From an optimization exercise on the open Yosys and OpenROAD flow, aimed at small area, a short achievable clock period and few clock cycles per item; shortcuts taken in it are not production practice. At most, simulation tests tie the RTL to the original design; equivalence was not proved.

== run C ==
// mont_redc_ws
module mont_redc_ws #(
    parameter int P_WIDTH  = 64,
    parameter int W_WIDTH  = 32,
    parameter int PD_WIDTH = 2 * P_WIDTH,
    parameter int NUM_W    = P_WIDTH / W_WIDTH
) (
    input  logic                clk,
    input  logic                rst_n,
    input  logic                in_valid,
    output logic                in_ready,
    input  logic [PD_WIDTH-1:0] Mul_in,
    input  logic [P_WIDTH-1:0]  N_in,
    input  logic [W_WIDTH-1:0]  Nprime_in,
    output logic                out_valid,
    input  logic                out_ready,
    output logic [P_WIDTH-1:0]  res_out,
    output logic [P_WIDTH:0]    res_raw_out
);
==> flow/config.mk <==
export PLATFORM = sky130hd
export DESIGN_NAME = mont_redc_ws
export DESIGN_NICKNAME = mont_redc_ws
export VERILOG_FILES = /design/flow/design.v
export SDC_FILE = /design/flow/constraint.sdc
export NUM_CORES = 4
export LEC_CHECK = 0
export CAP_MARGIN = 20
export CORE_MARGIN = 2
export CORE_UTILIZATION = 40
export SLEW_MARGIN = 60
==> flow/constraint.sdc <==
create_clock -name core_clock -period 16.0 [get_ports {clk}]
set_input_delay 3.2000 -clock core_clock [delete_from_list [all_inputs] [get_ports {clk}]]
set_output_delay 3.2000 -clock core_clock [all_outputs]
set_load 0.01 [all_outputs]
run.sh (not shown) runs the stock make flow with config.mk's settings and CLKGATE_MAP_FILE= SYNTH_SCRIPT=/design/flow/synth_recipe.tcl, a recipe that flattens the netlist after the stock synthesis.
Testbench counts of run C, summed over its fixed seeds: cycles 52,816, items 4,800.
Input-level comparison between run H and run C:
--- a/flow/design.v
+++ b/flow/design.v
@@ -37,23 +37,25 @@
         assign bnp[j] = {Nprime_in[2*j+1], Nprime_in[2*j], (j == 0) ? 1'b0 : Nprime_in[2*j-1]};
         always_ff @(posedge clk) begin
             onen[j] <= bnp[j][1] ^ bnp[j][0];
             twon[j] <= (bnp[j] == 3'b011) || (bnp[j] == 3'b100);
             negn[j] <= bnp[j][2];
         end
     end
     logic [2:0] bd [4];
-    logic [3:0] one, two, neg, nneg, one_a, two_a, neg_a;
+    logic [3:0] one, two, neg, nneg, one_a, two_a, neg_a, one_d, two_d, neg_d;
+    logic [7:0] q_d;
+    logic       qtop_d;
     for (genvar j = 0; j < 4; j++) begin : g_enc
-        assign bd[j] = {q_q[2*j+1], q_q[2*j], (j == 0) ? qtop : q_q[2*j-1]};
-        assign one[j]  = bd[j][1] ^ bd[j][0];
-        assign two[j]  = (bd[j] == 3'b011) || (bd[j] == 3'b100);
-        assign neg[j]  = bd[j][2];
-        assign nneg[j] = ~bd[j][2];
+        assign bd[j] = {q_d[2*j+1], q_d[2*j], (j == 0) ? qtop_d : q_d[2*j-1]};
+        assign one_d[j] = bd[j][1] ^ bd[j][0];
+        assign two_d[j] = (bd[j] == 3'b011) || (bd[j] == 3'b100);
+        assign neg_d[j] = bd[j][2];
+        assign nneg[j]  = ~neg[j];
         assign one_a[j] = one[j] & la_on;
         assign two_a[j] = two[j] & la_on;
         assign neg_a[j] = neg[j] & la_on;
     end
     logic [64:0] e0, e1, e2, e3;
     assign e0 = (({65{one[0]}} & {1'b0, n_q}) | ({65{two[0]}} & {n_q, 1'b0})) ^ {65{neg[0]}};
     assign e1 = (({65{one[1]}} & {1'b0, n_q}) | ({65{two[1]}} & {n_q, 1'b0})) ^ {65{neg[1]}};
     assign e2 = (({65{one[2]}} & {1'b0, n_q}) | ({65{two[2]}} & {n_q, 1'b0})) ^ {65{neg[2]}};
@@ -1083,30 +1085,45 @@
             end
             if (st_fin2) begin
                 st_fin2   <= 1'b0;
                 st_load   <= 1'b1;
                 out_valid <= 1'b1;
             end
         end
     end
+    always_comb begin
+        if (st_step) begin
+            q_d    = (cnt == 3'd7) ? 8'h00 : la_next;
+            qtop_d = q_q[7];
+        end else if (st_fin1) begin
+            q_d    = 8'hFF;
+            qtop_d = 1'b0;
+        end else begin
+            q_d    = q0;
+            qtop_d = 1'b0;
+        end
+    end
+    always_ff @(posedge clk) begin
+        if (!st_fin2) begin
+            q_q  <= q_d;
+            qtop <= qtop_d;
+            one  <= one_d;
+            two  <= two_d;
+            neg  <= neg_d;
+        end
+    end
     always_ff @(posedge clk) begin
         if (st_step) begin
             w    <= x[73:8];
-            qtop <= q_q[7];
-            q_q  <= (cnt == 3'd7) ? 8'h00 : la_next;
         end else if (st_fin1) begin
             w    <= x[65:0];
-            q_q  <= 8'hFF;
-            qtop <= 1'b0;
         end else if (st_fin2) begin
             r    <= x[65] ? w[63:0] : x[63:0];
         end else begin
-            q_q  <= q0;
             nt_q <= la_next;
-            qtop <= 1'b0;
             if (free) begin
                 w <= {2'b0, Mul_in[63:0]};
                 r <= Mul_in[127:64];
             end
         end
     end
 endmodule
- Flip-flop and latch area for run H is higher than for run C.
- Diff run C -> run H: cell area after layout climbed 140 um2, net total in the final layout barely changed, global-route usage dropped 0.93 points, area taken by multi-input logic gates dropped about 0.45%.
The RTL of run H was laid out without a check of its function.

* * *

mont_redc_ws, a different RTL version from the one above (not shown whole).
For scale: roughly 3,500 cells after synthesis, about 250 flip-flops, about 360 I/O pins.
// mont_redc_ws
module mont_redc_ws #(
    parameter int P_WIDTH  = 64,
    parameter int W_WIDTH  = 32,
    parameter int PD_WIDTH = 2 * P_WIDTH,
    parameter int NUM_W    = P_WIDTH / W_WIDTH
) (
    input  logic                clk,
    input  logic                rst_n,
    input  logic                in_valid,
    output logic                in_ready,
    input  logic [PD_WIDTH-1:0] Mul_in,
    input  logic [P_WIDTH-1:0]  N_in,
    input  logic [W_WIDTH-1:0]  Nprime_in,
    output logic                out_valid,
    input  logic                out_ready,
    output logic [P_WIDTH-1:0]  res_out,
    output logic [P_WIDTH:0]    res_raw_out
);
clock: 16.0 ns
lec_check: 0
cap_margin: 20
core_margin: 2
core_utilization: 40
slew_margin: 60
The starting point completed with no timing, DRC or antenna violations.
==> next run, changes <==
--- a/flow/design.v
+++ b/flow/design.v
@@ -14,23 +14,22 @@
     output logic                out_valid,
     input  logic                out_ready,
     output logic [P_WIDTH-1:0]  res_out,
     output logic [P_WIDTH:0]    res_raw_out
 );
     logic        st_load, st_step, st_fin2, last, m63l;
     logic [2:0]  cnt;
     logic        free, pv, go, la_on;
     assign la_on = ~st_load;
     logic [65:0] w;
     logic [63:0] r;
-    logic        rneg;
     logic        qtop;
     logic [7:0]  q_q, nt_q;
     logic [63:0] n_q;
     logic [7:0]  np_q, tl_q;
     logic [3:0] onen, twon, negn;
     always_ff @(posedge clk) begin
         n_q   <= N_in;
         tl_q  <= Mul_in[7:0];
         np_q  <= Nprime_in[7:0];
     end
     logic [2:0] bnp [4];
@@ -1175,23 +1174,23 @@
     assign la_c[13] = t923;
     assign la_s[14] = t924;
     assign la_c[14] = t925;
     assign la_s[15] = t926;
     assign la_c[15] = t927;
     assign la_next = la_s[15:8] + la_c[15:8] + 8'(|(la_s[7:0] | la_c[7:0]));
     logic [7:0] q0;
     assign q0 = 8'(tl_q * np_q);
     assign free        = ~out_valid | out_ready;
     assign go          = free & in_valid & pv;
     assign res_raw_out = w[64:0];
-    assign res_out     = rneg ? w[63:0] : r;
+    assign res_out     = r;
     always_ff @(posedge clk) begin
         if (!rst_n) begin
             st_load   <= 1'b1;
             st_step   <= 1'b0;
             st_fin2   <= 1'b0;
             in_ready  <= 1'b0;
             out_valid <= 1'b0;
             pv        <= 1'b0;
             cnt       <= '0;
         end else begin
             pv       <= in_valid & ~in_ready;
@@ -1221,41 +1220,42 @@
     end
     always_comb begin
         if (st_step) begin
             q_d    = (cnt == 3'd7) ? 8'hFF : la_next;
             qtop_d = (cnt == 3'd7) ? 1'b0 : q_q[7];
         end else begin
             q_d    = q0;
             qtop_d = 1'b0;
         end
     end
     always_ff @(posedge clk) begin
-        q_q  <= q_d;
-        qtop <= qtop_d;
-        one  <= one_d;
-        two  <= two_d;
-        neg  <= neg_d;
+        if (!st_fin2) begin
+            q_q  <= q_d;
+            qtop <= qtop_d;
+            one  <= one_d;
+            two  <= two_d;
+            neg  <= neg_d;
+        end
     end
     always_ff @(posedge clk) begin
         if (!rst_n) begin
             last <= 1'b0;
             m63l <= 1'b0;
         end else begin
             last <= st_step && (cnt == 3'd6);
             m63l <= st_step && (cnt == 3'd6) && la_next[7];
         end
     end
     always_ff @(posedge clk) begin
         if (st_step) begin
             w    <= x[73:8];
         end else if (st_fin2) begin
-            r    <= x[63:0];
-            rneg <= x[65];
+            r    <= x[65] ? w[63:0] : x[63:0];
         end else begin
             nt_q <= la_next;
             if (free) begin
                 w <= {2'b0, Mul_in[63:0]};
                 r <= Mul_in[127:64];
             end
         end
     end
 endmodule
Utilization rose by 0.19 points; global-route usage rose by 2.0 points; area after synthesis stays flat; cell count rose by 3.9%; design area rose by 0.41%; routed wire length rose by 8.2%; count of clock-buffer cells in the layout fell by 10; synthesized cell count rose by 5.4%; first-iteration DRC count rose by 21%; non-clock buffer count rose by 13; setup slack loses 55 ps.
Function was not checked in any run of this note: the RTL went through the layout flow alone.

* * *

mont_redc_ws, a different RTL version from the one above (not shown whole).
Size in the first run: roughly 30000 um2 of cells after synthesis.
clock: 16.0 ns
lec_check: 0
cap_margin: 20
core_margin: 2
core_utilization: 40
cts_buf_list: sky130_fd_sc_hd__clkbuf_8
slew_margin: 60
standard.sh (not shown) runs the stock make flow with config.mk's settings and CLKGATE_MAP_FILE= SYNTH_SCRIPT=/design/flow/synth_recipe.tcl, a recipe that flattens the netlist after the stock synthesis.
==> flow/flow/run.sh <==
#!/bin/bash
# The standard layout (standard.sh: ORFS synth .. finish) with two changes:
#  - port buffers use the smallest plain buffer cell (every port still gets its own buffer)
#  - the setup repair over-fixes: repair_timing aims at 10.3 ns of setup slack instead of 0
export BUFFER_PORTS_ARGS="-buffer_cell sky130_fd_sc_hd__buf_1"
export SETUP_SLACK_MARGIN=10.3
bash standard.sh > standard.log 2>&1
The starting point produced a clean layout.
Rerun with:
--- a/flow/design.v
+++ b/flow/design.v
@@ -1674,43 +1674,49 @@
     assign la_s[15] = t679;
     assign la_c[15] = t680;
     logic la_cin;
     assign la_cin = |(la_s[7:0] | la_c[7:0]);
     logic [7:0] la_k_p0, la_k_g0, la_k;
     assign la_k_p0 = la_s[15:8] ^ la_c[15:8];
     assign la_k_g0 = la_s[15:8] & la_c[15:8];
-    wire la_k_gc = la_k_g0[0] | (la_k_p0[0] & la_cin);
-    wire la_k_g1_1 = la_k_g0[1] | (la_k_p0[1] & la_k_gc);
+    wire la_k_g1_1 = la_k_g0[1] | (la_k_p0[1] & la_k_g0[0]);
+    wire la_k_p1_1 = la_k_p0[1] & la_k_p0[0];
     wire la_k_g1_2 = la_k_g0[2] | (la_k_p0[2] & la_k_g0[1]);
     wire la_k_p1_2 = la_k_p0[2] & la_k_p0[1];
     wire la_k_g1_3 = la_k_g0[3] | (la_k_p0[3] & la_k_g0[2]);
     wire la_k_p1_3 = la_k_p0[3] & la_k_p0[2];
     wire la_k_g1_4 = la_k_g0[4] | (la_k_p0[4] & la_k_g0[3]);
     wire la_k_p1_4 = la_k_p0[4] & la_k_p0[3];
     wire la_k_g1_5 = la_k_g0[5] | (la_k_p0[5] & la_k_g0[4]);
     wire la_k_p1_5 = la_k_p0[5] & la_k_p0[4];
     wire la_k_g1_6 = la_k_g0[6] | (la_k_p0[6] & la_k_g0[5]);
     wire la_k_p1_6 = la_k_p0[6] & la_k_p0[5];
     wire la_k_g1_7 = la_k_g0[7] | (la_k_p0[7] & la_k_g0[6]);
     wire la_k_p1_7 = la_k_p0[7] & la_k_p0[6];
-    wire la_k_g2_2 = la_k_g1_2 | (la_k_p1_2 & la_k_gc);
+    wire la_k_g2_2 = la_k_g1_2 | (la_k_p1_2 & la_k_g0[0]);
+    wire la_k_p2_2 = la_k_p1_2 & la_k_p0[0];
     wire la_k_g2_3 = la_k_g1_3 | (la_k_p1_3 & la_k_g1_1);
+    wire la_k_p2_3 = la_k_p1_3 & la_k_p1_1;
     wire la_k_g2_4 = la_k_g1_4 | (la_k_p1_4 & la_k_g1_2);
     wire la_k_p2_4 = la_k_p1_4 & la_k_p1_2;
     wire la_k_g2_5 = la_k_g1_5 | (la_k_p1_5 & la_k_g1_3);
     wire la_k_p2_5 = la_k_p1_5 & la_k_p1_3;
     wire la_k_g2_6 = la_k_g1_6 | (la_k_p1_6 & la_k_g1_4);
     wire la_k_p2_6 = la_k_p1_6 & la_k_p1_4;
     wire la_k_g2_7 = la_k_g1_7 | (la_k_p1_7 & la_k_g1_5);
     wire la_k_p2_7 = la_k_p1_7 & la_k_p1_5;
-    wire la_k_g3_4 = la_k_g2_4 | (la_k_p2_4 & la_k_gc);
+    wire la_k_g3_4 = la_k_g2_4 | (la_k_p2_4 & la_k_g0[0]);
+    wire la_k_p3_4 = la_k_p2_4 & la_k_p0[0];
     wire la_k_g3_5 = la_k_g2_5 | (la_k_p2_5 & la_k_g1_1);
+    wire la_k_p3_5 = la_k_p2_5 & la_k_p1_1;
     wire la_k_g3_6 = la_k_g2_6 | (la_k_p2_6 & la_k_g2_2);
+    wire la_k_p3_6 = la_k_p2_6 & la_k_p2_2;
     wire la_k_g3_7 = la_k_g2_7 | (la_k_p2_7 & la_k_g2_3);
-    assign la_k = la_k_p0 ^ {la_k_g3_6, la_k_g3_5, la_k_g3_4, la_k_g2_3, la_k_g2_2, la_k_g1_1, la_k_gc, la_cin};
+    wire la_k_p3_7 = la_k_p2_7 & la_k_p2_3;
+    assign la_k = la_k_p0 ^ {(la_k_g3_6 | (la_k_p3_6 & la_cin)), (la_k_g3_5 | (la_k_p3_5 & la_cin)), (la_k_g3_4 | (la_k_p3_4 & la_cin)), (la_k_g2_3 | (la_k_p2_3 & la_cin)), (la_k_g2_2 | (la_k_p2_2 & la_cin)), (la_k_g1_1 | (la_k_p1_1 & la_cin)), (la_k_g0[0] | (la_k_p0[0] & la_cin)), la_cin};
     assign la_next = la_k;
     logic [7:0] q0;
     logic [7:0] q0_s, q0_c;
     assign q0_s[0] = negn[0];
     assign q0_c[0] = ((onen[0] & tl_q[0]) ^ negn[0]);
     assign q0_s[1] = (((onen[0] & tl_q[1]) | (twon[0] & tl_q[0])) ^ negn[0]);
     assign q0_c[1] = 1'b0;
What happened: The changed run ran to the end with no violations. Flip-flop and latch count stays the same. Global-route usage falls by 0.24 points. Clock skew rises by 0.030 ns. Die area rises by 0.33%. Design area stays flat. Worst setup slack loses 0.070 ns.
No run of this note included a check of the RTL's function; only the layout flow was run.

==> re-timing with driven ports <==
Ports are ideal in the flow. The routed layouts listed here were re-timed in OpenROAD.
Step 1: set_driving_cell puts a clkbuf_16 on clk and a buf_2 on each other input, an assumption about the parent block.
Step 2, shift: input delay + t, output delay - t, t = (earliest + latest rising clock arrival at the registers) / 2. This alone moves slack from input paths to output paths.
a / b / c = ideal / step 1 / step 2; a / b = the first two.
run	t, ns	slack for setup (ns)	worst register clock-pin slew, ns
run C	0.616	8.368 / 8.368 / 8.368	0.07 / 0.07
run H	0.630	8.745 / 8.745 / 8.745	0.07 / 0.07
the first run of note 2	0.668	8.635 / 8.635 / 8.635	0.07 / 0.07
the second run of note 2	0.677	8.579 / 8.579 / 8.579	0.07 / 0.07
the first run of note 3	0.733	10.439 / 10.439 / 10.439	0.08 / 0.08
the second run of note 3	0.729	10.369 / 10.369 / 10.369	0.08 / 0.08
After both steps every run listed still meets setup and hold.
